This is an optimization exercise on Yosys and OpenROAD, whose aim is small area, a short achievable clock period and few clock cycles per item, not a production implementation.
At most, simulation tests tie the RTL to the original design; equivalence was not proved.
Only the layout flow was run in run 7; the RTL was not checked for function there.

==> flow/design.v (outline; a module is shown in full before it is edited, if it fits) <==
// module booth_enc: 16 lines
// module sp_core: 3407 lines
// module sptc_ctrl: 133 lines
module sptc_ctrl (
  input  logic                 reset,
  input  logic                 clk,
  input  logic                 load_valid,
  input  logic                 load_target,
  input  logic [7:0][7:0]      load_data,
  input  logic [3:0][1:0]      load_index,
  input  logic                 start,
  output logic [1:0]           state,
  output logic                 result_valid,
  output logic [2:0]           result_row,
  output logic [7:0][31:0]     result_data
);
  // ...
==> flow/run.sh <==
#!/bin/bash
# synth_recipe.tcl (not shown) runs the flow's synth.tcl, then flattens the netlist and writes it again
# the make line also repeats each setting of config.mk as NAME=value (left out here)
make -C /OpenROAD-flow-scripts/flow DESIGN_CONFIG=/design/flow/config.mk WORK_HOME=/design/flow/orfs CLKGATE_MAP_FILE= SYNTH_SCRIPT=/design/flow/synth_recipe.tcl finish
==> flow/config.mk <==
export PLATFORM = sky130hd
export DESIGN_NAME = sptc_ctrl
export DESIGN_NICKNAME = sptc_ctrl
export VERILOG_FILES = /design/flow/design.v
export SDC_FILE = /design/flow/constraint.sdc
export NUM_CORES = 4
export LEC_CHECK = 0
export ABC_CLOCK_PERIOD_IN_PS = 3200
export CAP_MARGIN = 20
export CELL_PAD_IN_SITES_DETAIL_PLACEMENT = 1
export CELL_PAD_IN_SITES_GLOBAL_PLACEMENT = 1
export CORE_MARGIN = 2
export CORE_UTILIZATION = 30
export PLACE_DENSITY = 0.45
export SETUP_SLACK_MARGIN = 4.8
export SLEW_MARGIN = 20
==> flow/constraint.sdc <==
create_clock -name core_clock -period 8.0 [get_ports {reset}]
set_input_delay 1.6000 -clock core_clock [delete_from_list [all_inputs] [get_ports {reset}]]
set_output_delay 1.6000 -clock core_clock [all_outputs]
set_load 0.01 [all_outputs]
==> results.tsv, run 1 <==
stage	metric	value	unit
synth	syn_area_per_cell	11.4	sq um
critical_path	crit path cell chain	a22oi_2 > xnor2_1 > ha_1 > fa_2 > inv_2 > fa_2 > inv_2 > fa_2 > fa_2	
finish	layout cells sized above 1	20.8	%
finish	count of multi-input gates	4710	
critical_path	Setup crit end kind	flop	
sta	Fmax achieved	281	MHz
finish	most frequent cells in the layout	edfxtp_1 (832), a22o_1 (511), nand2_1 (436)	
cts	CTS root buf	clkbuf_16	
synth	top post-synthesis cells by count	edfxtp_1 (832), dfxtp_1 (559), a22o_1 (511)	
synth	number of synthesized flops with an enable pin	832	
place	dpl ws	2.19	ns
sta	Final Skew	0.101	ns
die	die height	534	um
finish	FF+latch count	1409	
min_path	worst hold path type	flop to flop	
finish	max FFs per register	512	
sta	Slew HR	19.7	%
synth	most common cell in the synthesized netlist	edfxtp_1	
critical_path	Critical Path Sink	u_core.n1_q615$_DFF_P_	
run_status	status	timing/DRC/antenna clean	
finish	Non-clock buffer share	8.87	%
route	Final ANT Viol Nets	0	
die	number of I/O pins	339	
synth	Mapped Area	0.0844	sq mm
min_path	hold depth	0	
grt	initial antenna violation count	28	
finish	Biggest register	b_mem	
critical_path	r2r endpoint	u_core.n1_q615$_DFF_P_	
grt	met1 Use GR	34.4	%
place	port bufs	338	
critical_path	WP data arrival	4.25	ns
cts	Clock Sinks	1409	
synth	top cell type's share of synthesized area	29.6	%
grt	vias in the first global route	65900	
die	# Taps	3724	
finish	final instance area	0.103	sq mm
critical_path	Worst setup SP type	flop	
Testbench counts, summed over its fixed seeds: cycles 10,240, jobs 320.
==> inputs of run 2 (changes only) <==
--- a/flow/config.mk
+++ b/flow/config.mk
@@ -12,4 +12,4 @@
 export CORE_MARGIN = 2
-export CORE_UTILIZATION = 30
-export PLACE_DENSITY = 0.45
+export CORE_UTILIZATION = 60
+export PLACE_DENSITY = 0.75
 export SETUP_SLACK_MARGIN = 4.8
==> results.tsv, run 2 <==
stage	metric	value	unit	change
run_status	status	did not finish		was timing/DRC/antenna clean
run_status	failing step	global routing		
run_status	Run Error	[ERROR GRT-0232] Routing congestion too high. Check the congestion heatmap in the GUI.		
synth	Mapped Area	0.0844	sq mm	unchanged
cts	CTS Buf Count	154		was 181
die	die height	379	um	was 534 um
die	Initial Utilization	60.5	%	was 30.2%
synth	ys flop type	edfxtp_1		unchanged
synth	most common cell in the synthesized netlist	edfxtp_1		unchanged
synth	top post-synthesis cells by count	edfxtp_1 (832), dfxtp_1 (559), a22o_1 (511)		unchanged
place	dpl ws	2.03	ns	was 2.19 ns
synth	Syn Inst Count	7397		unchanged
die	row count	137		was 194
place	Placer Congestion	0.886		was 0.791
synth	syn_nets	8123		unchanged
cts	htree depth	4		unchanged
cts	clock buffer depth	3		was 4
synth	top cell type's share of synthesized area	29.6	%	unchanged
synth	syn_area_per_cell	11.4	sq um	unchanged
sta	GRT worst endpoint	c_q[139]$_DFF_P_/D		
synth	Syn. warnings	3		unchanged
cts	CTS root buf	clkbuf_16		unchanged
grt	largest net degree at the start of global routing	90		
synth	cell taking the most area after synthesis	edfxtp_1		unchanged
synth	dominant cells by area after synthesis	edfxtp_1 (30%), dfxtp_1 (13%), fa_1 (12%)		unchanged
place	port bufs	338		unchanged
synth	register area share after synthesis	43.4	%	unchanged
synth	ys async rst share	1.28	%	unchanged
sta	Worst EP Category	sequential cell input		
cts	Clock Sinks	1409		unchanged
die	Die X	379	um	was 534 um
place	placed cell area	0.0880	sq mm	was 0.0906 sq mm
synth	number of synthesized flops with an enable pin	832		unchanged
die	number of I/O pins	339		unchanged
place	Detailed Place HPWL	186000	um	was 220000 um
synth	post-synthesis register bit count	1409		unchanged
synth	count of cell types in the netlist	70		unchanged
==> run 2: kinds of logic after synthesis <==
family | Yosys count | synth area share [%]
xor gates and xnor gates | 642 | 6.67
DFF | 1409 | 43.4
adders and majority gates | 649 | 14.0
buffers and inverters | 1305 | 6.59
muxes | 528 | 7.58
and+or+nand+nor | 1085 | 5.92
AOI/OAI and AO/OA | 1779 | 15.8
==> run 2: per-stage QoR <==
stage / cells / hold WS [ns]
2_1_floorplan: 7397 / 0.329
3_3_place_gp: 8928 / 0.331
3_5_place_dp: 8929 / 0.336
4_1_cts: 9432 / 0.345
==> run 2: how the worst max path moves through the flow <==
stage,start,to,slack [ns],depth (start not counted)
3_3_place_gp,load_valid,s1_x[20]$_DFF_P_,2.16,9
2_1_floorplan,load_target,s1_x[114]$_DFF_P_,3.81,10
3_5_place_dp,load_valid,s1_x[18]$_DFF_P_,2.03,9
4_1_cts,u_core.n3_q1313$_DFF_P_,lo_q[71]$_DFF_P_,4.47,12
==> run 2: what timing repair did <==
action                                  4_1_cts
gates cloned                                 69
pin swaps                                   214
hold buffers                                  0
gates resized for setup                     970
hold endpoints to repair                      0
buffers inserted                            156
endpoints found under the setup margin     1612
==> inputs of run 3 (changes only) <==
--- a/flow/config.mk
+++ b/flow/config.mk
@@ -12,5 +12,5 @@
 export CORE_MARGIN = 2
-export CORE_UTILIZATION = 60
-export PLACE_DENSITY = 0.75
-export SETUP_SLACK_MARGIN = 4.8
+export CORE_UTILIZATION = 50
+export PLACE_DENSITY = 0.65
+export SETUP_SLACK_MARGIN = 5.0
 export SLEW_MARGIN = 20
==> results.tsv, run 3 <==
stage	metric	value	unit	change
critical_path	Worst setup SP type	flop		
sta	Slew HR	20.8	%	
cts	register clock-pin slew on the reported worst setup and hold paths	0.06	ns	
synth	post-synthesis simple-gate area fraction	5.92	%	unchanged
sta	Fin Setup TNS	0	ns	
finish	Area growth, synth to finish	24.4	%	
synth	count of cell types in the netlist	70		unchanged
route	initial detailed-routing violation count	8363		
grt	largest net degree at the start of global routing	77		
cts	hold buffers post-CTS	0		unchanged
finish	max FFs per register	512		
sta	Final Hold Viols	0		
die	number of I/O pins	339		unchanged
finish	final instance area	0.105	sq mm	
grt	GRT Residual Overflow	0		
sta	Fmax achieved	286	MHz	
synth	dominant cells by area after synthesis	edfxtp_1 (30%), dfxtp_1 (13%), fa_1 (12%)		unchanged
synth	Syn Inst Count	7397		unchanged
die	Core ar.	0.167	sq mm	
sta	period utilization	43.8	%	
route	Vias/cell	6.79		
finish	layout cells sized above 1	26.9	%	
route	final wirelength	367000	um	
sta	Final Skew	0.0626	ns	
synth	largest family of logic cells by synthesized area	compound AO/OA/AOI/OAI gates		unchanged
route	drt pass-1 iters	6		
sta	Final setup viols	0		
sta	RSZ-0062 raised after global routing	true		
synth	register area share after synthesis	43.4	%	unchanged
cts	Worst-Skew Late Latency	0.86	ns	
synth	number of synthesized flops with an enable pin	832		unchanged
critical_path	WP data arrival	4.19	ns	
cts	CTS root buf	clkbuf_16		unchanged
grt	first-pass GRT wire length	502000	um	
synth	mux share of post-synthesis cell area	7.58	%	unchanged
run	max-cap viol count	0		
die	Die X	415	um	was 379 um
critical_path	Worst Path Max Fanout	8		
sta	Final min period	3.50	ns	
sta	Final Slew Violations	0		
synth	ys async rst share	1.28	%	unchanged
cts	Clock Sinks	1409		unchanged
synth	compound-gate portion of the synthesized area	15.8	%	unchanged
finish	top flop regs	b_mem x512, a_val x256, c_q x143		
finish	most frequent cells in the layout	edfxtp_1 (832), a22o_1 (511), nand2_1 (427)		
cts	clock buffer depth	3		unchanged
synth	Mapped Area	0.0844	sq mm	unchanged
cts	CTS tree	built		
die	DIE AREA	0.172	sq mm	
synth	most common cell in the synthesized netlist	edfxtp_1		unchanged
grt	global-route usage over all layers	40.0	%	
synth	top post-synthesis cells by count	edfxtp_1 (832), dfxtp_1 (559), a22o_1 (511)		unchanged
die	Initial Utilization	50.4	%	was 60.5%
synth	xor/xnor share of the synthesized area	6.67	%	unchanged
finish	# nets final	8479		
min_path	worst hold path type	flop to flop		
die	die height	415	um	was 379 um
synth	cell taking the most area after synthesis	edfxtp_1		unchanged
cts	CTS Buf Count	161		was 154
synth	top cell type's share of synthesized area	29.6	%	unchanged
synth	Syn. warnings	3		unchanged
finish	Biggest register	b_mem		
synth	syn_area_per_cell	11.4	sq um	unchanged
finish	leading cell type in the layout, fill and taps excluded	edfxtp_1		
critical_path	Crit Path Category	flop to flop		
place	placed cell area	0.0886	sq mm	was 0.0880 sq mm
route	Vias	68700		
place	port bufs	338		unchanged
route	Avg WL per Cell	36.4	um	
place	Placer Congestion	0.878		was 0.886
synth	post-synthesis register bit count	1409		unchanged
die	row count	150		was 137
synth	ys flop type	edfxtp_1		unchanged
sta	Min Hold Slack	0.345	ns	
grt	initial antenna violation count	20		
run_status	status	timing/DRC/antenna clean		was did not finish
cts	htree depth	4		unchanged
sta	Worst Tran Pin Value	1.18	ns	
critical_path	WP data required	8.69	ns	
critical_path	Setup crit end kind	flop		
place	Detailed Place HPWL	187000	um	was 186000 um
synth	adder-cell share of the synthesized area	14.0	%	unchanged
grt	vias in the first global route	69200		
route	DR DRC count	0		
route	Final ANT Viol Nets	0		
synth	syn_nets	8123		unchanged
[run 3: cell counts after synthesis]
No cell type changed its count.
[run 3: final cells by class]
class,instances,area [sq um]
Fill cell,16200,62400
Antenna cell,11,27.5
Clock inverter,86,1080
Tap cell,2204,2760
Clock buffer,215,4430
Inverter,475,1790
Sequential cell,1409,37000
Multi-Input combinational cell,4718,45900
Timing Repair Buffer,988,11900
[run 3: logic make-up after synthesis]
logic type	count (synthesis)
compound gates	1779
flops	1409
buf+inv	1305
simple gates	1085
fa+ha+maj	649
xor+xnor	642
mux	528
[run 3: metal layers]
layer  global-route usage [%]  part of all wire, %  up-vias
li1                         -                    -    27300
met1                     50.7                   36    35300
met2                     61.6                   44     4793
met3                     11.3                   12     1216
met4                     22.9                  7.5       10
met5                        0                0.017        -
[run 3: final timing paths]
check | startpoint | end | slack (ns) | depth (start not counted)
min in group asynchronous | clk | oc_q[2]$_DFF_PP0_ | 1.21 | 2
setup / recovery | s1_x[29]$_DFF_P_ | u_core.n3_q1331$_DFF_P_ | 4.50 | 9
setup reg to reg | s1_x[29]$_DFF_P_ | u_core.n3_q1331$_DFF_P_ | 4.50 | 9
max in group asynchronous | clk | pb_q[2]$_DFFE_PP0P_ | 6.21 | 2
hold / removal | c_q[86]$_DFF_P_ | c_q[14]$_DFF_P_ | 0.34 | 0
hold reg to reg | c_q[86]$_DFF_P_ | c_q[14]$_DFF_P_ | 0.34 | 0
[run 3: worst max-delay path, cell delays in order (launching register included)]
cell,delay [ns]
dfxtp_2,0.59
a22oi_2,0.15
xnor2_1,0.15
ha_1,0.33
fa_2,0.54
inv_2,0.04
fa_2,0.53
inv_2,0.05
fa_2,0.55
fa_2,0.44
[run 3: what timing repair did]
action | in CTS | in global routing
gates resized for setup | 1838 | 582
hold endpoints to repair | 0 | 0
buffers inserted | 268 | 155
pin swaps | 294 | 204
gates cloned | 85 | 24
setup endpoints to repair | 1887 | 881
[run 3: stage by stage]
stage | utilization, % | setup slack [ns] | std cells
after global routing | 62.7 | 4.50 | 10100
after detailed placement | 52.9 | 1.64 | 9262
after global placement | 52.9 | 1.70 | 9260
final | 62.7 | 4.50 | 10100
after CTS | 60.5 | 4.57 | 9916
after floorplan | - | 3.81 | 7397
==> inputs of run 4 (changes only) <==
--- a/flow/config.mk
+++ b/flow/config.mk
@@ -14,3 +14,3 @@
 export PLACE_DENSITY = 0.65
-export SETUP_SLACK_MARGIN = 5.0
+export SETUP_SLACK_MARGIN = 4.8
 export SLEW_MARGIN = 20
==> results.tsv, run 4 <==
stage	metric	value	unit	change
run_status	status	timing/DRC/antenna clean		unchanged
synth	syn_nets	8123		unchanged
cts	clock buffer depth	3		unchanged
critical_path	crit path cell chain	fa_1 > inv_2 > fa_1 > inv_2 > ha_4 > a211oi_4 > o211ai_1 > nand4_1 > buf_4 > buf_4 > nand2_4 > a2111o_1 > a311oi_2 > a311oi_1		was a22oi_2 > xnor2_1 > ha_1 > fa_2 > inv_2 > fa_2 > inv_2 > fa_2 > fa_2
route	drt pass-1 iters	6		unchanged
sta	RSZ-0062 raised after global routing	true		unchanged
sta	Final Hold Viols	0		unchanged
synth	adder-cell share of the synthesized area	14.0	%	unchanged
cts	register clock-pin slew on the reported worst setup and hold paths	0.06	ns	about the same
die	DIE AREA	0.172	sq mm	unchanged
grt	first-pass GRT wire length	489000	um	was 502000 um
sta	Final setup viols	0		unchanged
synth	syn_area_per_cell	11.4	sq um	unchanged
synth	xor/xnor share of the synthesized area	6.67	%	unchanged
synth	Mapped Area	0.0844	sq mm	unchanged
route	final wirelength	346000	um	was 367000 um
grt	largest net degree at the start of global routing	124		was 77
grt	initial antenna violation count	21		was 20
finish	top flop regs	b_mem x512, a_val x256, c_q x143		unchanged
place	Placer Congestion	0.881		was 0.878
grt	global-route usage over all layers	38.9	%	was 40.0%
critical_path	Worst Path Max Fanout	2		was 8
grt	GRT Residual Overflow	0		unchanged
route	Final ANT Viol Nets	0		unchanged
synth	register area share after synthesis	43.4	%	unchanged
synth	Syn Inst Count	7397		unchanged
synth	compound-gate portion of the synthesized area	15.8	%	unchanged
finish	fin util	59.8	%	was 62.7%
synth	post-synthesis simple-gate area fraction	5.92	%	unchanged
critical_path	Crit Path Category	flop to flop		unchanged
finish	max FFs per register	512		unchanged
route	DR DRC count	0		unchanged
synth	mux share of post-synthesis cell area	7.58	%	unchanged
grt	vias in the first global route	68200		was 69200
synth	post-synthesis register bit count	1409		unchanged
critical_path	CP peak stage delay	0.55	ns	was 0.59 ns
sta	Fmax achieved	288	MHz	was 286 MHz
sta	Final Skew	0.0800	ns	was 0.0626 ns
sta	Final Slew Violations	0		unchanged
sta	Fin Setup TNS	0	ns	unchanged
die	Initial Utilization	50.4	%	unchanged
cts	CTS Buf Count	160		was 161
cts	htree depth	4		unchanged
route	Vias/cell	6.72		was 6.79
critical_path	Slowest cell on crit path	fa_1		was dfxtp_2
die	row count	150		unchanged
synth	top cell type's share of synthesized area	29.6	%	unchanged
synth	ys flop type	edfxtp_1		unchanged
cts	Clock Sinks	1409		unchanged
cts	Worst-Skew Late Latency	0.87	ns	was 0.86 ns
finish	Biggest register	b_mem		unchanged
synth	ys async rst share	1.28	%	unchanged
die	die height	415	um	unchanged
synth	top post-synthesis cells by count	edfxtp_1 (832), dfxtp_1 (559), a22o_1 (511)		unchanged
finish	Area growth, synth to finish	18.7	%	was 24.4%
place	port bufs	338		unchanged
die	number of I/O pins	339		unchanged
critical_path	Worst setup SP type	flop		unchanged
synth	Syn. warnings	3		unchanged
finish	most frequent cells in the layout	edfxtp_1 (832), a22o_1 (511), nand2_1 (432)		was edfxtp_1 (832), a22o_1 (511), nand2_1 (427)
place	Placed Instances	9269		was 9262
finish	Layout Cells excl Fill	9849		was 10100
critical_path	Setup crit end kind	flop		unchanged
sta	Final min period	3.47	ns	was 3.50 ns
synth	dominant cells by area after synthesis	edfxtp_1 (30%), dfxtp_1 (13%), fa_1 (12%)		unchanged
run	max-cap viol count	0		unchanged
synth	number of synthesized flops with an enable pin	832		unchanged
synth	count of cell types in the netlist	70		unchanged
route	Avg WL per Cell	35.2	um	was 36.4 um
synth	cell taking the most area after synthesis	edfxtp_1		unchanged
die	Core ar.	0.167	sq mm	unchanged
route	Vias	66200		was 68700
finish	leading cell type in the layout, fill and taps excluded	edfxtp_1		unchanged
finish	layout cells sized above 1	18.7	%	was 26.9%
sta	period utilization	43.4	%	was 43.8%
cts	CTS tree	built		unchanged
sta	Min Hold Slack	0.339	ns	was 0.345 ns
route	initial detailed-routing violation count	7824		was 8363
sta	Slew HR	18.4	%	was 20.8%
finish	# nets final	8218		was 8479
place	Detailed Place HPWL	191000	um	was 187000 um
min_path	worst hold path type	flop to flop		unchanged
synth	largest family of logic cells by synthesized area	compound AO/OA/AOI/OAI gates		unchanged
die	Die X	415	um	unchanged
sta	Worst Tran Pin Value	1.22	ns	was 1.18 ns
critical_path	WP data required	8.70	ns	was 8.69 ns
cts	CTS root buf	clkbuf_16		unchanged
synth	most common cell in the synthesized netlist	edfxtp_1		unchanged
critical_path	WP data arrival	4.17	ns	was 4.19 ns
run 4: cell count changes in the layout (fill, tap and decap cells not counted), moves of 45 or more:
| cell | delta |
|---|---|
| dlygate4sd2_1 | +245 |
| buf_4 | -75 |
| fa_2 | -50 |
| buf_6 | -212 |
| buf_2 | -79 |
| buf_12 | -49 |
| fa_1 | +50 |
| o221ai_1 | +45 |
run 4: cell type report:
type	count	area, sq um
clock buffers	232	4600
multi-input cells	4703	44500
fillers	16700	67300
flip-flops and latches	1409	37000
inverters	475	1790
clock inverters	69	921
repair buffers	743	8580
well taps	2204	2760
diodes	14	35.0
run 4: path summary, 6_finish.rpt:
path / cells past startpoint / startpoint / slack (ns) / to
max reg2reg: 14 / u_core.n3_q1312$_DFF_P_ / 4.53 / c_q[139]$_DFF_P_
min reg2reg: 0 / c_q[135]$_DFF_P_ / 0.34 / c_q[63]$_DFF_P_
min in group asynchronous: 2 / clk / 1.16 / pb_q[2]$_DFFE_PP0P_
min: 0 / c_q[135]$_DFF_P_ / 0.34 / c_q[63]$_DFF_P_
max: 14 / u_core.n3_q1312$_DFF_P_ / 4.53 / c_q[139]$_DFF_P_
max in group asynchronous: 2 / clk / 6.33 / pb_q[2]$_DFFE_PP0P_
run 4: cell families (layout without fill, tap and decap cells):
family,count (synthesis),after routing
AO/OA/AOI/OAI,1779,1780
flip-flops,1409,1409
buffers and inverters,1305,1519
AND/OR/NAND/NOR,1085,1104
adder cells (fa/ha/maj),649,649
XOR/XNOR,642,642
multiplexers,528,528
other,0,14
run 4: metal layers:
metal | global-route usage [%] | wire length, um | up-vias
met1 | 49.7 | 129000 | 34300
met4 | 19.9 | 20400 | 10
met2 | 61.3 | 157000 | 4098
li1 | - | - | 26700
met5 | 0 | 65 | -
met3 | 9.94 | 39600 | 1071
run 4: through the flow:
step	area [sq um]	setup WS [ns]
floorplan	84800	3.81
global placement	88600	2.52
detailed placement	88600	2.33
CTS	98600	4.54
global route	100000	4.38
finish	100000	4.53
run 4: timing repair:
action / 4_1_cts / 5_1_grt
pin swaps: 214 / 166
buffers inserted: 140 / 57
hold buffers: 0 / 0
cloned: 55 / 13
resized for setup: 944 / 250
endpoints found under the setup margin: 1548 / 657
run 4: critical path, delay by kind of cell, from the launching register on:
family	cells	cell delay (ns)
AO/OA/AOI/OAI	5	1.14
adder cells (fa/ha/maj)	3	1.30
buffers and inverters	4	0.34
flip-flops	1	0.32
AND/OR/NAND/NOR	2	0.26
==> inputs of run 5 (changes only) <==
--- a/flow/config.mk
+++ b/flow/config.mk
@@ -13,2 +13,4 @@
 export CORE_UTILIZATION = 50
+export CTS_CLUSTER_DIAMETER = 60
+export CTS_CLUSTER_SIZE = 22
 export PLACE_DENSITY = 0.65
==> results.tsv, run 5 <==
stage	metric	value	unit	change
run	max-cap viol count	0		unchanged
finish	fin util	59.6	%	was 59.8%
cts	Worst-Skew Late Latency	0.85	ns	was 0.87 ns
sta	Fmax achieved	284	MHz	was 288 MHz
critical_path	Setup crit end kind	flop		unchanged
sta	Slew HR	16.4	%	was 18.4%
finish	Area growth, synth to finish	18.2	%	was 18.7%
cts	CTS tree	built		unchanged
die	Die X	415	um	unchanged
grt	vias in the first global route	67900		was 68200
cts	CTS root buf	clkbuf_16		unchanged
cts	register clock-pin slew on the reported worst setup and hold paths	0.07	ns	was 0.06 ns
die	die height	415	um	unchanged
place	Placer Congestion	0.881		unchanged
route	Top Layer Used	met5		unchanged
route	met2 WL post-DR	156000	um	was 157000 um
finish	# nets final	8202		was 8218
critical_path	Worst Path Max Fanout	2		unchanged
route	met1 WL	129000	um	about the same
grt	initial antenna violation count	25		was 21
finish	layout cells sized above 1	18.6	%	was 18.7%
sta	Final min period	3.53	ns	was 3.47 ns
route	Avg WL per Cell	35.5	um	was 35.2 um
cts	htree depth	4		unchanged
finish	leading cell type in the layout, fill and taps excluded	edfxtp_1		unchanged
grt	GRT Residual Overflow	0		unchanged
sta	Final Slew Violations	0		unchanged
synth	number of synthesized flops with an enable pin	832		unchanged
critical_path	WP data required	8.75	ns	was 8.70 ns
grt	largest net degree at the start of global routing	73		was 124
route	WL met3	40200	um	was 39600 um
sta	Worst Tran Pin Value	1.24	ns	was 1.22 ns
synth	register area share after synthesis	43.4	%	unchanged
cts	clock buffer depth	3		unchanged
route	Final ANT Viol Nets	0		unchanged
min_path	worst hold path type	flop to flop		unchanged
synth	top post-synthesis cells by count	edfxtp_1 (832), dfxtp_1 (559), a22o_1 (511)		unchanged
synth	Syn. warnings	3		unchanged
synth	ys async rst share	1.28	%	unchanged
synth	count of cell types in the netlist	70		unchanged
sta	Final Skew	0.0660	ns	was 0.0800 ns
sta	Final setup viols	0		unchanged
critical_path	Crit Path Category	flop to flop		unchanged
finish	most frequent cells in the layout	edfxtp_1 (832), a22o_1 (511), inv_1 (435)		was edfxtp_1 (832), a22o_1 (511), nand2_1 (432)
die	number of I/O pins	339		unchanged
sta	Final Hold Viols	0		unchanged
finish	top flop regs	b_mem x512, a_val x256, c_q x143		unchanged
die	Initial Utilization	50.4	%	unchanged
synth	post-synthesis register bit count	1409		unchanged
route	Vias	66300		was 66200
cts	CTS Buf Count	132		was 160
synth	top cell type's share of synthesized area	29.6	%	unchanged
synth	dominant cells by area after synthesis	edfxtp_1 (30%), dfxtp_1 (13%), fa_1 (12%)		unchanged
synth	most common cell in the synthesized netlist	edfxtp_1		unchanged
grt	global-route usage over all layers	39.4	%	was 38.9%
synth	syn_area_per_cell	11.4	sq um	unchanged
run_status	status	timing/DRC/antenna clean		unchanged
synth	cell taking the most area after synthesis	edfxtp_1		unchanged
finish	max FFs per register	512		unchanged
finish	Biggest register	b_mem		unchanged
grt	first-pass GRT wire length	493000	um	was 489000 um
synth	Syn Inst Count	7397		unchanged
sta	RSZ-0062 raised after global routing	true		unchanged
die	row count	150		unchanged
route	DR DRC count	0		unchanged
route	final wirelength	348000	um	was 346000 um
critical_path	Worst setup SP type	flop		unchanged
place	Detailed Place HPWL	191000	um	unchanged
sta	period utilization	44.1	%	was 43.4%
die	Core ar.	0.167	sq mm	unchanged
sta	Fin Setup TNS	0	ns	unchanged
route	Vias/cell	6.77		was 6.72
synth	syn_nets	8123		unchanged
die	DIE AREA	0.172	sq mm	unchanged
synth	Mapped Area	0.0844	sq mm	unchanged
route	initial detailed-routing violation count	8132		was 7824
critical_path	WP data arrival	4.27	ns	was 4.17 ns
route	drt pass-1 iters	8		was 6
synth	ys flop type	edfxtp_1		unchanged
cts	Clock Sinks	1409		unchanged
place	port bufs	338		unchanged
## run 5: cell counts after synthesis
Identical to the previous run, type by type.
## run 5: final timing paths
check | startpoint | end | slack, ns | cells past startpoint
max in group asynchronous | clk | pb_q[2]$_DFFE_PP0P_ | 6.28 | 2
setup reg to reg | u_core.n3_q1313$_DFF_P_ | lo_q[71]$_DFF_P_ | 4.47 | 12
setup / recovery | u_core.n3_q1313$_DFF_P_ | lo_q[71]$_DFF_P_ | 4.47 | 12
hold / removal | c_q[74]$_DFF_P_ | c_q[2]$_DFF_P_ | 0.35 | 0
min in group asynchronous | clk | pb_q[1]$_DFFE_PP0P_ | 1.19 | 2
hold reg to reg | c_q[74]$_DFF_P_ | c_q[2]$_DFF_P_ | 0.35 | 0
## run 5: cell families after synthesis
group | count (synthesis) | share of synthesized area [%]
buffers and inverters | 1305 | 6.59
AND/OR/NAND/NOR | 1085 | 5.92
flip-flops | 1409 | 43.4
adder cells (fa/ha/maj) | 649 | 14.0
AO/OA/AOI/OAI | 1779 | 15.8
multiplexers | 528 | 7.58
XOR/XNOR | 642 | 6.67
## run 5: layout make-up
cell class | count | area, sq um
Timing Repair Buffer | 754 | 9000
Sequential cell | 1409 | 37000
Clock buffer | 155 | 3610
Inverter | 475 | 1790
Clock inverter | 87 | 975
Fill cell | 16700 | 67700
Antenna cell | 9 | 22.5
Multi-Input combinational cell | 4704 | 44600
Tap cell | 2204 | 2760
## run 5: per-stage QoR
step	worst slack (ns)	hold slack [ns]	instances	instance area (sq um)
6_report	4.47	0.345	9797	99700
3_5_place_dp	2.33	0.337	9269	88600
4_1_cts	4.51	0.347	9733	98200
2_1_floorplan	3.81	0.329	7397	84800
3_3_place_gp	2.52	0.332	9269	88600
5_1_grt	4.33	0.352	9794	99700
## run 5: what timing repair did
action                     4_1_cts  5_1_grt
pin swaps                      193      146
setup endpoints to repair     1546      739
hold buffers                     0        0
gates resized for setup        900      266
buffers inserted               156       46
cloned                          66        9
## run 5: routing by layer
layer / global-route usage [%] / vias to the layer above
met5: 0 / -
met4: 22.6 / 12
met3: 10.8 / 1120
met2: 60.7 / 4302
met1: 50.1 / 34200
li1: - / 26700
## run 5: critical path: stages (launching register included)
cell	delay (ns)
dfxtp_2	0.32
fa_1	0.55
inv_2	0.04
fa_1	0.55
inv_2	0.06
ha_4	0.25
a211oi_4	0.21
o211ai_1	0.19
nand4_1	0.26
a31oi_4	0.13
a311o_1	0.37
a2111oi_2	0.33
or3_4	0.22
==> inputs of run 6 (changes only) <==
--- a/flow/config.mk
+++ b/flow/config.mk
@@ -13,4 +13,4 @@
 export CORE_UTILIZATION = 50
-export CTS_CLUSTER_DIAMETER = 60
-export CTS_CLUSTER_SIZE = 22
+export CTS_CLUSTER_DIAMETER = 45
+export CTS_CLUSTER_SIZE = 16
 export PLACE_DENSITY = 0.65
==> results.tsv, run 6 <==
stage	metric	value	unit	change
place	placed cell area	0.0886	sq mm	unchanged
cts	Clock Sinks	1409		unchanged
critical_path	r2r endpoint	u_core.n1_q615$_DFF_P_		was lo_q[71]$_DFF_P_
synth	number of synthesized flops with an enable pin	832		unchanged
die	row count	150		unchanged
die	number of I/O pins	339		unchanged
synth	Mapped Area	0.0844	sq mm	unchanged
synth	top cell type's share of synthesized area	29.6	%	unchanged
synth	syn_nets	8123		unchanged
finish	top flop regs	b_mem x512, a_val x256, c_q x143		unchanged
die	Die X	415	um	unchanged
critical_path	R2R depth	10		was 12
finish	Biggest register	b_mem		unchanged
sta	RSZ-0062 raised after global routing	true		unchanged
critical_path	worst reg-to-reg setup slack	4.51	ns	was 4.47 ns
cts	htree depth	4		unchanged
cts	CTS tree	built		unchanged
min_path	min-delay src	c_q[118]$_DFF_P_		was c_q[74]$_DFF_P_
finish	FF+latch area	0.0370	sq mm	about the same
synth	post-synthesis register bit count	1409		unchanged
synth	top post-synthesis cells by count	edfxtp_1 (832), dfxtp_1 (559), a22o_1 (511)		unchanged
critical_path	WP data arrival	4.23	ns	was 4.27 ns
cts	Worst-Skew Late Latency	0.88	ns	was 0.85 ns
finish	# nets final	8314		was 8202
sta	Final Hold Viols	0		unchanged
route	Vias	67200		was 66300
route	final wirelength	353000	um	was 348000 um
cts	clock buffer depth	3		unchanged
die	Initial Utilization	50.4	%	unchanged
critical_path	worst r2r src	s1_two[1]$_DFF_P_		was u_core.n3_q1313$_DFF_P_
min_path	hold-critical path endpoint	c_q[46]$_DFF_P_		was c_q[2]$_DFF_P_
finish	FILL cells	16500		was 16700
finish	multi-input logic area	0.0446	sq mm	about the same
route	Avg WL per Cell	35.4	um	was 35.5 um
sta	Worst Tran Pin Value	1.22	ns	was 1.24 ns
sta	period utilization	43.7	%	was 44.1%
sta	Min Hold Slack	0.328	ns	was 0.345 ns
critical_path	Worst Path Max Fanout	6		was 2
die	Core ar.	0.167	sq mm	unchanged
place	Placer Congestion	0.881		unchanged
sta	Fmax achieved	286	MHz	was 284 MHz
cts	CTS Buf Count	191		was 132
synth	ys async rst share	1.28	%	unchanged
sta	Final Skew	0.0730	ns	was 0.0660 ns
route	drt pass-1 iters	6		was 8
finish	fin util	61.1	%	was 59.6%
place	Placed Instances	9269		unchanged
route	Final ANT Viol Nets	0		unchanged
finish	layout cells sized above 1	21.3	%	was 18.6%
finish	final instance area	0.102	sq mm	was 0.0997 sq mm
grt	largest net degree at the start of global routing	124		was 73
finish	max FFs per register	512		unchanged
finish	Layout Cells excl Fill	9972		was 9797
synth	cell taking the most area after synthesis	edfxtp_1		unchanged
cts	register clock-pin slew on the reported worst setup and hold paths	0.07	ns	about the same
synth	ys flop type	edfxtp_1		unchanged
critical_path	Crit Path Category	flop to flop		unchanged
run	max-cap viol count	0		unchanged
sta	Final Slew Violations	0		unchanged
grt	global-route usage over all layers	39.5	%	was 39.4%
die	die height	415	um	unchanged
synth	Syn. warnings	3		unchanged
min_path	hold depth	0		unchanged
grt	vias in the first global route	68800		was 67900
place	port bufs	338		unchanged
cts	hold buffers post-CTS	0		unchanged
sta	Final min period	3.49	ns	was 3.53 ns
synth	syn_area_per_cell	11.4	sq um	unchanged
route	DR DRC count	0		unchanged
synth	count of cell types in the netlist	70		unchanged
grt	initial antenna violation count	18		was 25
die	DIE AREA	0.172	sq mm	unchanged
sta	Slew HR	18.9	%	was 16.4%
min_path	worst hold path type	flop to flop		unchanged
finish	Area growth, synth to finish	21.3	%	was 18.2%
sta	Fin Setup TNS	0	ns	unchanged
finish	leading cell type in the layout, fill and taps excluded	edfxtp_1		unchanged
synth	register area share after synthesis	43.4	%	unchanged
sta	Final setup viols	0		unchanged
synth	dominant cells by area after synthesis	edfxtp_1 (30%), dfxtp_1 (13%), fa_1 (12%)		unchanged
route	initial detailed-routing violation count	8461		was 8132
critical_path	Setup crit end kind	flop		unchanged
cts	CTS root buf	clkbuf_16		unchanged
finish	most frequent cells in the layout	edfxtp_1 (832), a22o_1 (511), nand2_1 (431)		was edfxtp_1 (832), a22o_1 (511), inv_1 (435)
critical_path	Worst setup SP type	flop		unchanged
run_status	status	timing/DRC/antenna clean		unchanged
grt	GRT Residual Overflow	0		unchanged
grt	first-pass GRT wire length	495000	um	was 493000 um
synth	most common cell in the synthesized netlist	edfxtp_1		unchanged
place	Detailed Place HPWL	191000	um	unchanged
critical_path	WP data required	8.74	ns	was 8.75 ns
route	Vias/cell	6.74		was 6.77
synth	Syn Inst Count	7397		unchanged
[run 6: cell types whose count changed in the layout (fill, tap and decap cells not counted), sizes merged, moves of 8 or more]
cell	before	now
clkbuf	163	256
buf	377	456
dlygate4sd2	231	185
clkinv	32	58
dlymetal6s2s	25	2
clkdlybuf4s15	8	25
bufinv	7	17
inv	514	523
clkinvlp	9	17
[run 6: timing repair]
action | CTS | global route
pin swaps | 230 | 162
setup endpoints to repair | 1530 | 651
cloned | 61 | 18
gates resized for setup | 1049 | 326
setup buffers | 162 | 89
[run 6: logic make-up (layout without fill, tap and decap cells)]
family	Yosys count	after routing	share of synthesized area (%)
mux	528	528	7.58
buf+inv	1305	1639	6.59
other cells	0	14	0
compound gates	1779	1780	15.8
flops	1409	1409	43.4
simple gates	1085	1107	5.92
xor+xnor	642	642	6.67
fa+ha+maj	649	649	14.0
[run 6: per-stage QoR]
stage	setup WS (ns)
global route	4.43
CTS	4.50
finish	4.51
detailed placement	2.33
global placement	2.52
floorplan	3.81
[run 6: routing by layer]
metal / routed length, um / up-vias / track usage, %
met5: 26 / - / 0
met4: 23800 / 4 / 22.4
met3: 42700 / 1187 / 11.0
met2: 158000 / 4587 / 61.5
met1: 128000 / 34400 / 49.6
li1: - / 27000 / -
[run 6: worst max-delay path by stage]
stage | start | endpoint | slack [ns]
after global routing | u_core.n3_q1312$_DFF_P_ | lo_q[71]$_DFF_P_ | 4.43
after floorplan | load_target | s1_x[114]$_DFF_P_ | 3.81
after global placement | load_valid | s1_x[127]$_DFF_P_ | 2.52
after CTS | u_core.n3_q1312$_DFF_P_ | lo_q[71]$_DFF_P_ | 4.50
final | s1_two[1]$_DFF_P_ | u_core.n1_q615$_DFF_P_ | 4.51
after detailed placement | load_valid | s1_x[124]$_DFF_P_ | 2.33
[run 6: final cells by class]
type                       instances  share of cell area (%)
multi-input combinational       4706                    43.6
sequential                      1409                    36.1
timing repair buffer             805                    9.10
clock buffer                     219                    4.98
tap                             2204                    2.70
inverter                         475                    1.75
clock inverter                   140                    1.67
antenna                           14                  0.0342
[run 6: worst max-delay path: stages, from the launching register on]
cell,delay [ns]
dfxtp_4,0.36
buf_12,0.16
a22oi_2,0.21
xnor2_1,0.16
ha_1,0.29
fa_2,0.56
inv_2,0.05
fa_2,0.53
inv_2,0.05
fa_2,0.54
fa_2,0.43
==> module sptc_ctrl, before the edit <==
module sptc_ctrl (
  input  logic                 reset,
  input  logic                 clk,
  input  logic                 load_valid,
  input  logic                 load_target,
  input  logic [7:0][7:0]      load_data,
  input  logic [3:0][1:0]      load_index,
  input  logic                 start,
  output logic [1:0]           state,
  output logic                 result_valid,
  output logic [2:0]           result_row,
  output logic [7:0][31:0]     result_data
);
  logic [3:0][7:0]      a_val [8];
  logic [3:0][1:0]      a_idx [8];
  logic [7:0][7:0][7:0] b_mem;
  logic [2:0] pa_q, pb_q;
  logic       ready, load_wr, go, wr_a, wr_b;
  logic [3:0] oc_q;        
  logic [3:0] nk;          
  logic       v3_q, h3_q;  
  logic [2:0]       nr;
  logic [3:0][7:0]  rd_a;
  logic [3:0][1:0]  rd_idx;
  logic [3:0][3:0]  e_one, e_two, e_neg;
  logic [3:0][3:0][7:0] x_nxt;
  logic [3:0][3:0]      s1_one, s1_two, s1_neg;
  logic [3:0][3:0][7:0] s1_x;
  logic [3:0][17:0] c_nxt;
  logic [3:0][17:0] lo_q;
  logic [7:0][17:0] c_q;
  assign ready   = ~state[1];
  assign load_wr = load_valid & ready;
  assign go      = start & ready;
  assign wr_a    = load_wr & (load_target == sptc_ctrl_pkg::tgt_a);
  assign wr_b    = load_wr & (load_target == sptc_ctrl_pkg::tgt_b);
  always_ff @(posedge reset or posedge clk) begin
    if (clk) begin
      state        <= sptc_ctrl_pkg::st_idle;
      pa_q         <= '0;
      pb_q         <= '0;
      oc_q         <= '0;
      v3_q         <= 1'b0;
      h3_q         <= 1'b0;
      result_valid <= 1'b0;
      result_row   <= '0;
    end else begin
      oc_q         <= nk;
      v3_q         <= go | (oc_q != 4'd0);
      h3_q         <= oc_q[0];
      result_valid <= v3_q & h3_q;
      if (result_valid) result_row <= result_row + 3'd1;
      if (go) begin
        pa_q <= '0;
        pb_q <= '0;
      end else begin
        if (wr_a) pa_q <= pa_q + 3'd1;
        if (wr_b) pb_q <= pb_q + 3'd1;
      end
      if (ready) begin
        if (go)           state <= sptc_ctrl_pkg::st_compute;
        else if (load_wr) state <= sptc_ctrl_pkg::st_load;
      end else if (result_valid && result_row == 3'd7) begin
        state <= sptc_ctrl_pkg::st_idle;
      end
    end
  end
  always_ff @(posedge reset) begin
    if (wr_a) begin
      a_val[pa_q] <= load_data[3:0];
      a_idx[pa_q] <= load_index;
    end
    if (wr_b) begin
      b_mem[pb_q] <= load_data;
    end
  end
  assign nk = go ? 4'd1 : ((oc_q != 4'd0) ? oc_q + 4'd1 : 4'd0);
  assign nr = (oc_q == 4'd0) ? 3'd0 : 3'(oc_q[3:1] + {2'd0, oc_q[0]});
  always_comb begin
    if (nr == 3'd0 && wr_a && pa_q == 3'd0) begin
      rd_a   = load_data[3:0];
      rd_idx = load_index;
    end else begin
      rd_a   = a_val[nr];
      rd_idx = a_idx[nr];
    end
  end
  for (genvar j = 0; j < 4; j++) begin : g_enc
    booth_enc u_enc (
      .a   (rd_a[j]),
      .one (e_one[j]),
      .two (e_two[j]),
      .neg (e_neg[j])
    );
  end
  always_comb begin
    for (int j = 0; j < 4; j++) begin
      for (int n = 0; n < 4; n++) begin
        x_nxt[j][n] = '0;
        for (int r = 0; r < 4; r++) begin
          if (rd_idx[j] == 2'(r)) begin
            if (wr_b && pb_q == 3'(4 * (j / 2) + r))
              x_nxt[j][n] = nk[0] ? load_data[n + 4] : load_data[n];
            else
              x_nxt[j][n] = nk[0] ? b_mem[4 * (j / 2) + r][n + 4] : b_mem[4 * (j / 2) + r][n];
          end
        end
      end
    end
  end
  always_ff @(posedge reset) begin
    s1_one <= e_one;
    s1_two <= e_two;
    s1_neg <= e_neg;
    s1_x   <= x_nxt;
  end
  sp_core u_core (
    .ck   (reset),
    .one  (s1_one),
    .two  (s1_two),
    .neg  (s1_neg),
    .x    (s1_x),
    .c    (c_nxt)
  );
  always_ff @(posedge reset) begin
    lo_q     <= c_nxt;
    c_q[3:0] <= lo_q;
    c_q[7:4] <= c_nxt;
  end
  always_comb begin
    for (int n = 0; n < 8; n++) result_data[n] = {{14{c_q[n][17]}}, c_q[n]};
  end
endmodule
==> inputs of run 7 (changes only) <==
--- a/flow/design.v
+++ b/flow/design.v
@@ -3466,2 +3466,4 @@
   logic [3:0][3:0][7:0] x_nxt;
+  logic [3:0][7:0]      bh [8];
+  logic [3:0][7:0]      ldh;
   logic [3:0][3:0]      s1_one, s1_two, s1_neg;
@@ -3536,14 +3538,9 @@
   always_comb begin
+    for (int k = 0; k < 8; k++) begin
+      bh[k] = nk[0] ? b_mem[k][7:4] : b_mem[k][3:0];
+    end
+    ldh = nk[0] ? load_data[7:4] : load_data[3:0];
     for (int j = 0; j < 4; j++) begin
-      for (int n = 0; n < 4; n++) begin
-        x_nxt[j][n] = '0;
-        for (int r = 0; r < 4; r++) begin
-          if (rd_idx[j] == 2'(r)) begin
-            if (wr_b && pb_q == 3'(4 * (j / 2) + r))
-              x_nxt[j][n] = nk[0] ? load_data[n + 4] : load_data[n];
-            else
-              x_nxt[j][n] = nk[0] ? b_mem[4 * (j / 2) + r][n + 4] : b_mem[4 * (j / 2) + r][n];
-          end
-        end
-      end
+      x_nxt[j] = bh[4 * (j / 2) + int'(rd_idx[j])];
+      if (wr_b && pb_q == 3'(4 * (j / 2) + int'(rd_idx[j]))) x_nxt[j] = ldh;
     end
--- a/flow/config.mk
+++ b/flow/config.mk
@@ -12,6 +12,4 @@
 export CORE_MARGIN = 2
-export CORE_UTILIZATION = 50
-export CTS_CLUSTER_DIAMETER = 45
-export CTS_CLUSTER_SIZE = 16
-export PLACE_DENSITY = 0.65
+export CORE_UTILIZATION = 30
+export PLACE_DENSITY = 0.45
 export SETUP_SLACK_MARGIN = 4.8
==> results.tsv, run 7 <==
stage	metric	value	unit	change
run_status	status	timing/DRC/antenna clean		unchanged
cts	htree depth	4		unchanged
critical_path	Crit Path Category	flop to flop		unchanged
die	die height	525	um	was 415 um
route	Vias/cell	5.53		was 6.74
cts	Worst-Skew Late Latency	0.90	ns	was 0.88 ns
run	max-cap viol count	0		unchanged
grt	vias in the first global route	63800		was 68800
synth	mux share of post-synthesis cell area	7.87	%	was 7.58%
route	DR DRC count	0		unchanged
cts	CTS tree	built		unchanged
route	Avg WL per Cell	33.9	um	was 35.4 um
synth	ys flop type	edfxtp_1		unchanged
finish	multi-input logic area	0.0427	sq mm	was 0.0446 sq mm
place	Placer Congestion	0.788		was 0.881
synth	compound-gate portion of the synthesized area	15.2	%	was 15.8%
synth	syn_nets	7693		was 8123
finish	leading cell type in the layout, fill and taps excluded	edfxtp_1		unchanged
synth	count of cell types in the netlist	77		was 70
grt	first-pass GRT wire length	519000	um	was 495000 um
synth	largest family of logic cells by synthesized area	compound AO/OA/AOI/OAI gates		unchanged
critical_path	Worst Path Max Fanout	3		was 6
min_path	worst hold path type	flop to flop		unchanged
die	Core ar.	0.270	sq mm	was 0.167 sq mm
sta	Final min period	3.62	ns	was 3.49 ns
grt	initial antenna violation count	26		was 18
synth	number of synthesized flops with an enable pin	832		unchanged
finish	layout cells sized above 1	23.5	%	was 21.3%
route	final wirelength	378000	um	was 353000 um
finish	Area growth, synth to finish	28.5	%	was 21.3%
grt	global-route usage over all layers	26.5	%	was 39.5%
die	number of I/O pins	339		unchanged
finish	top flop regs	b_mem x512, a_val x256, c_q x143		unchanged
cts	CTS Buf Count	181		was 191
cts	register clock-pin slew on the reported worst setup and hold paths	0.05	ns	was 0.07 ns
cts	clock buffer depth	4		was 3
route	Final ANT Viol Nets	0		unchanged
critical_path	Setup crit end kind	flop		unchanged
place	Detailed Place HPWL	201000	um	was 191000 um
synth	most common cell in the synthesized netlist	edfxtp_1		unchanged
finish	FILL cells	28200		was 16500
synth	register area share after synthesis	45.1	%	was 43.4%
synth	ys async rst share	1.28	%	unchanged
synth	Mapped Area	0.0813	sq mm	was 0.0844 sq mm
finish	final instance area	0.104	sq mm	was 0.102 sq mm
cts	Clock Sinks	1409		unchanged
die	Die X	525	um	was 415 um
synth	xor/xnor share of the synthesized area	7.02	%	was 6.67%
finish	most frequent cells in the layout	edfxtp_1 (832), a22o_1 (512), inv_1 (430)		was edfxtp_1 (832), a22o_1 (511), nand2_1 (431)
synth	adder-cell share of the synthesized area	14.5	%	was 14.0%
cts	CTS root buf	clkbuf_16		unchanged
sta	Final Hold Viols	0		unchanged
finish	Biggest register	b_mem		unchanged
critical_path	Worst setup SP type	flop		unchanged
sta	Final setup viols	0		unchanged
route	initial detailed-routing violation count	5540		was 8461
critical_path	WP data required	8.70	ns	was 8.74 ns
sta	Slew HR	20.6	%	was 18.9%
finish	max FFs per register	512		unchanged
die	row count	191		was 150
route	Vias	61600		was 67200
synth	Syn Inst Count	6972		was 7397
finish	FF+latch area	0.0370	sq mm	about the same
place	placed cell area	0.0874	sq mm	was 0.0886 sq mm
die	Initial Utilization	30.1	%	was 50.4%
die	DIE AREA	0.275	sq mm	was 0.172 sq mm
synth	top cell type's share of synthesized area	30.7	%	was 29.6%
synth	Syn. warnings	4		was 3
route	drt pass-1 iters	6		unchanged
synth	dominant cells by area after synthesis	edfxtp_1 (31%), dfxtp_1 (14%), fa_1 (12%)		was edfxtp_1 (30%), dfxtp_1 (13%), fa_1 (12%)
synth	top post-synthesis cells by count	edfxtp_1 (832), dfxtp_1 (559), a22o_1 (514)		was edfxtp_1 (832), dfxtp_1 (559), a22o_1 (511)
synth	cell taking the most area after synthesis	edfxtp_1		unchanged
synth	post-synthesis simple-gate area fraction	4.00	%	was 5.92%
grt	largest net degree at the start of global routing	162		was 124
place	Placed Instances	10300		was 9269
finish	# nets final	8136		was 8314
place	port bufs	338		unchanged
sta	period utilization	45.3	%	was 43.7%
sta	Final Slew Violations	0		unchanged
synth	post-synthesis register bit count	1409		unchanged
sta	Fmax achieved	276	MHz	was 286 MHz
synth	syn_area_per_cell	11.7	sq um	was 11.4 sq um
sta	RSZ-0062 raised after global routing	true		unchanged
sta	Worst Tran Pin Value	1.19	ns	was 1.22 ns
grt	GRT Residual Overflow	0		unchanged
critical_path	WP data arrival	4.32	ns	was 4.23 ns
finish	Layout Cells excl Fill	11100		was 9972
sta	Final Skew	0.0639	ns	was 0.0730 ns
run 7: worst paths after layout:
kind	slack [ns]	startpoint	cells past startpoint	endpoint
max in group asynchronous	6.33	clk	2	pb_q[0]$_DFFE_PP0P_
max reg2reg	4.38	u_core.n1_q595$_DFF_P_	13	c_q[105]$_DFF_P_
min reg2reg	0.33	c_q[110]$_DFF_P_	0	c_q[38]$_DFF_P_
min in group asynchronous	1.12	clk	2	pa_q[2]$_DFFE_PP0P_
max	4.38	u_core.n1_q595$_DFF_P_	13	c_q[105]$_DFF_P_
min	0.33	c_q[110]$_DFF_P_	0	c_q[38]$_DFF_P_
run 7: cells by family (layout without fill, tap and decap cells):
family,count (synthesis),in the layout
other,0,11
muxes,542,542
adders and majority gates,644,644
AOI/OAI and AO/OA,1731,1736
DFF,1409,1409
xor gates and xnor gates,651,651
buffers and inverters,1231,1801
and+or+nand+nor,764,773
run 7: area by class of cell:
cell class,instances,area share (%)
Multi-Input combinational cell,4346,40.9
Clock buffer,232,4.75
Tap cell,3570,4.28
Timing Repair Buffer,981,11.9
Antenna cell,11,0.0264
Sequential cell,1409,35.4
Timing Repair inverter,6,0.0743
Inverter,490,1.79
Clock inverter,92,0.857
run 7: metrics by stage:
step,worst slack [ns],TNS [ns],util [%],hold WS (ns)
finish,4.38,0,38.7,0.335
floorplan,-3.22,-1065.79,-,0.329
detailed placement,2.11,0,32.4,0.337
CTS,4.29,0,37.6,0.338
global route,4.27,0,38.7,0.346
global placement,2.08,0,32.4,0.335
run 7: metal layers:
metal / vias to the layer above / part of all wire [%] / global-route usage (%)
met2: 2510 / 46 / 42.9
li1: 25600 / - / -
met5: - / 0.021 / 0
met3: 715 / 7.0 / 4.65
met4: 12 / 4.8 / 10.6
met1: 32700 / 42 / 35.0
run 7: timing repair:
action                                   CTS  global route
pin swaps                                304           222
hold endpoints to repair                   0             0
cloned                                   107            15
hold buffers                               0             0
setup buffers                            281           109
endpoints found under the setup margin  1751           677
gates resized for setup                 1371           420
run 7: critical path, stage by stage (launching register included):
cell,delay [ns]
dfxtp_2,0.32
fa_1,0.54
inv_2,0.04
fa_1,0.55
inv_2,0.06
ha_4,0.20
a21o_1,0.19
a21oi_2,0.15
o21bai_1,0.11
o311a_1,0.34
or3_4,0.44
a31oi_4,0.22
o21ai_4,0.12
xor2_4,0.20

## separate check: timing with driven ports
In the flow no input, the clock included, has a driving cell. The finished layouts below were timed again as built, in two steps.
Step 1, drivers: a clkbuf_16 drives reset and a buf_2 each remaining input, both assumed.
Step 2 adds t to the input delays and takes it off the output delays; t is the mean of the earliest and latest rising clock arrival at the registers after step 1. Input paths then give back, and output paths get back, about the clock's delay inside the block.
Slacks: no drivers / after step 1 / after step 2; pairs: no drivers / after step 1.
| run | t, ns | slack for setup (ns) | pins driven straight from the clock port |
|---|---|---|---|
| run 1 | 0.971 | 4.443 / 4.443 / 3.854 | 1 |
| run 3 | 0.921 | 4.498 / 4.498 / 3.984 | 1 |
| run 4 | 0.926 | 4.528 / 4.528 / 3.897 | 1 |
| run 5 | 0.915 | 4.473 / 4.473 / 3.910 | 1 |
| run 6 | 0.941 | 4.505 / 4.505 / 3.911 | 1 |
| run 7 | 0.968 | 4.378 / 4.378 / 3.696 | 1 |
After both steps every run listed still meets setup and hold. The setup slack of run 7, which loses most, moves by 0.000 ns with the drivers and by -0.682 ns with both steps.
